This is an optimization exercise on Yosys and OpenROAD, whose aim is small area, a short achievable clock period and few clock cycles per item, not a production implementation.
The RTL was checked by simulation tests, not by an equivalence proof against the original design.

## JK
// rpn_stack_evaluator_unit
module rpn_stack_evaluator_unit #(
  parameter int unsigned STACK_DEPTH = 16
) (
  input  wire logic        clk_i,
  input  wire logic        rst_ni,
  input  wire logic        s_axis_tvalid_i,
  output logic             s_axis_tready_o,
  input  wire logic [31:0] s_axis_tdata_i,   
  input  wire logic [2:0]  s_axis_tuser_i,   
  input  wire logic        s_axis_tlast_i,
  output logic             m_axis_tvalid_o,
  input  wire logic        m_axis_tready_i,
  output logic [31:0]      m_axis_tdata_o,   
  output logic [2:0]       m_axis_tuser_o    
);
  localparam int unsigned W  = rse_pkg::DataW;
  localparam int unsigned ME = STACK_DEPTH - 2;      
  localparam int unsigned MW = $clog2(ME);
  localparam int unsigned CW = $clog2(STACK_DEPTH + 1);
  localparam logic [2:0] SIdle = 3'd0;
  localparam logic [2:0] SMul  = 3'd1;
  localparam logic [2:0] SDivA = 3'd2;
  localparam logic [2:0] SDiv  = 3'd3;
  localparam logic [2:0] SFix  = 3'd4;
  logic                        in_v_q;
  logic                        in_push_q, in_add_q, in_sub_q, in_mul_q, in_div_q;
  logic [W-1:0]                in_d_q;
  logic                        in_l_q;
  ...
Size in the first run: about 4,100 cells after synthesis, about 650 flip-flops, roughly 77 I/O pins.
Settings: LEC_CHECK=0, ABC_AREA=1, CAP_MARGIN=20, CORE_MARGIN=2, CORE_UTILIZATION=40, SETUP_SLACK_MARGIN=5, SLEW_MARGIN=20; clock period 10.0 ns.
run.sh (not shown) runs the stock make flow with config.mk's settings and CLKGATE_MAP_FILE= SYNTH_SCRIPT=/design/flow/synth_recipe.tcl, a recipe that flattens the netlist after the stock synthesis.
Testbench counts of JK, summed over its fixed seeds: cycles 76,500, tokens 32,033.
Relative to JK, the following input files were edited for AL:
--- a/flow/design.v
+++ b/flow/design.v
@@ -138,25 +138,26 @@
   logic [W-1:0]                mem_rdata;
   logic [CW-1:0]               cnt_m2, cnt_m3;
   logic                        c_a_en, c_a_inv, c_b_zero, c_b_two, c_b_inv, c_b_cin;
   logic                        a_a_en_q, a_a_inv_q, a_b_zero_q, a_b_two_q, a_b_inv_q, a_b_cin_q;
   logic [2:0]                  bd_d;
   logic                        in_push_d, in_add_d, in_sub_d, in_mul_d, in_div_d;
   logic [W-1:0]                b_op;
   logic [W:0]                  sum;
   logic [5:0]                  clz_n, clz_t;
   logic                        pow_n, pow_t;
   logic [6:0]                  shamt;
   logic [1:0]                  cls_n, cls_t;
-  logic                        mul_done;
+  logic                        mul_done_q, mul_done_d;   
+  logic                        it_last_q, it_last_d;
   logic [W-1:0]                quo;
   logic                        fin;
   logic [CW-1:0]               fin_cnt;
   logic [rse_pkg::StatusW-1:0] fin_err;
   logic [W-1:0]                fin_val;
   assign exec            = in_v_q && (st_q == SIdle) && !hold_q;
   assign s_axis_tready_o = rdy_q;
   assign accept          = s_axis_tvalid_i && s_axis_tready_o;
   assign out_free        = !ov_q || m_axis_tready_i;
   assign cnt_m2    = cnt_q - CW'(2);
   assign cnt_m3    = cnt_q - CW'(3);
   assign mem_waddr = cnt_m2[MW-1:0];
@@ -170,25 +171,26 @@
     .wdata_i (n_q),
     .raddr_i (mem_raddr),
     .rdata_o (mem_rdata)
   );
   rse_clz u_clz_n (.a_i(n_q ^ {W{n_q[W-1]}}), .n_o(clz_n));
   rse_clz u_clz_t (.a_i(t_q ^ {W{t_q[W-1]}}), .n_o(clz_t));
   assign pow_n = n_q[W-1] && ((~n_q[W-1:1] & n_q[W-2:0]) == '0);
   assign pow_t = t_q[W-1] && ((~t_q[W-1:1] & t_q[W-2:0]) == '0);
   assign cls_n = 2'(n_q[W-1:7] == '0 || n_q[W-1:7] == '1) + 2'(n_q[W-1:15] == '0 || n_q[W-1:15] == '1);
   assign cls_t = 2'(t_q[W-1:7] == '0 || t_q[W-1:7] == '1) + 2'(t_q[W-1:15] == '0 || t_q[W-1:15] == '1);
   assign shamt = 7'(clz_t) + 7'(pow_n) - 7'(clz_n) - 7'(pow_t);
   assign bd_d    = {x_d[1], x_d[0], prev_d};
-  assign mul_done = (x_q[W-1:1] == '0) || (x_q[W-1:1] == '1);
+  assign mul_done_d = (x_d[W-1:1] == '0) || (x_d[W-1:1] == '1);
+  assign it_last_d  = (it_d == 5'd0);
   assign b_op = a_b_zero_q ? W'(0) : (a_b_two_q ? {t_q[W-2:0], 1'b0} : t_q);
   rse_add u_add (
     .a_i    ((n_q & {W{a_a_en_q}}) ^ {W{a_a_inv_q}}),
     .b_i    (b_op ^ {W{a_b_inv_q}}),
     .cin_i  (a_b_cin_q),
     .sum_o  (sum[W-1:0]),
     .cout_o (sum[W])
   );
   assign quo = {x_q[W-2:0], sum[W]};
   always_comb begin
     c_a_en  = 1'b1;
     c_a_inv = 1'b0;
@@ -294,25 +296,25 @@
           fin = 1'b1;
         end else begin
           opl_d = 1'b1;
         end
       end
     end
     case (st_q)
       SMul: begin
         n_d    = sum[W-1:0];
         x_d    = {{2{x_q[W-1]}}, x_q[W-1:2]};
         prev_d = x_q[1];
         t_d    = {t_q[W-3:0], 2'b00};
-        if (mul_done) begin
+        if (mul_done_q) begin
           st_d  = SIdle;
           t_d   = sum[W-1:0];
           n_d   = mem_rdata;
           cnt_d = cnt_q - CW'(1);
           fin   = opl_q;
           fin_val = sum[W-1:0];
           opl_d = 1'b0;
         end
       end
       SDivA: begin
         if (qz_q) begin
           st_d  = SIdle;
@@ -328,25 +330,25 @@
           t_d  = t_q << sh_q;
           it_d = sh_q;
           x_d  = '0;
         end
       end
       SDiv: begin
         if (sum[W]) begin
           n_d = sum[W-1:0];
         end
         x_d  = quo;
         t_d  = {1'b0, t_q[W-1:1]};
         it_d = it_q - 5'd1;
-        if (it_q == 5'd0) begin
+        if (it_last_q) begin
           if (neg_q) begin
             st_d = SFix;
             t_d  = ~quo;
           end else begin
             st_d  = SIdle;
             t_d   = quo;
             fin_val = quo;
             n_d   = mem_rdata;
             cnt_d = cnt_q - CW'(1);
             fin   = opl_q;
             opl_d = 1'b0;
           end
@@ -429,24 +431,26 @@
     end
     in_push_q  <= in_push_d;
     in_add_q   <= in_add_d;
     in_sub_q   <= in_sub_d;
     in_mul_q   <= in_mul_d;
     in_div_q   <= in_div_d;
     a_a_en_q   <= c_a_en;
     a_a_inv_q  <= c_a_inv;
     a_b_zero_q <= c_b_zero;
     a_b_two_q  <= c_b_two;
     a_b_inv_q  <= c_b_inv;
     a_b_cin_q  <= c_b_cin;
+    mul_done_q <= mul_done_d;
+    it_last_q  <= it_last_d;
     t_q    <= t_d;
     n_q    <= n_d;
     x_q    <= x_d;
     it_q   <= it_d;
     neg_q  <= neg_d;
     sh_q   <= sh_d;
     qz_q   <= qz_d;
     prev_q <= prev_d;
     os_q   <= os_d;
     ox_q   <= ox_d;
   end
   assign m_axis_tvalid_o = ov_q;
### Flow results
[compare] base=JK new=AL: final design area excluding fillers moved up, slack of the critical path moved down, layout overhead on the synthesized area moved up. Compared to JK, AL has detailed route wirelength on metal2 12% higher. Taking JK as 1.0, AL lands at 1.13 on wire length. NOTE: number of buffers created by CTS in AL exceeds that of JK. Compared with JK, AL instantiates a larger number of cells. Cmp AL vs JK: core utilization higher in AL. Wire length per cell ended up 2.5 um higher on AL than on JK.
Testbench counts of AL, summed over its fixed seeds: cycles 76,500, tokens 32,033.

-- static timing again, ports no longer ideal --
The results above use ideal ports. As a check the final layouts listed here were re-extracted and re-timed, cells and wires unchanged. Step 1 assumes that a clkbuf_16 drives the clock port and a buf_2 every other input. Step 2 moves the port delays by t, midway between the first and last clock arrival at a register: inputs arrive t later, outputs are due t later. That takes back most of the time a late clock gives input paths. Three values: ideal ports, drivers, drivers and shift; two values: the first two.
run	shift t [ns]	slack for setup (ns)	hold WS [ns]	clock arrival spread, ns	slew at the worst register clock pin (ns)
JK	0.751	4.872 / 4.872 / 4.872	0.526 / 0.526 / 0.526	0.051 / 0.050	0.07 / 0.07
AL	0.750	4.854 / 4.854 / 4.854	0.521 / 0.521 / 0.521	0.037 / 0.037	0.07 / 0.07
After both steps setup and hold are still met in every run listed.
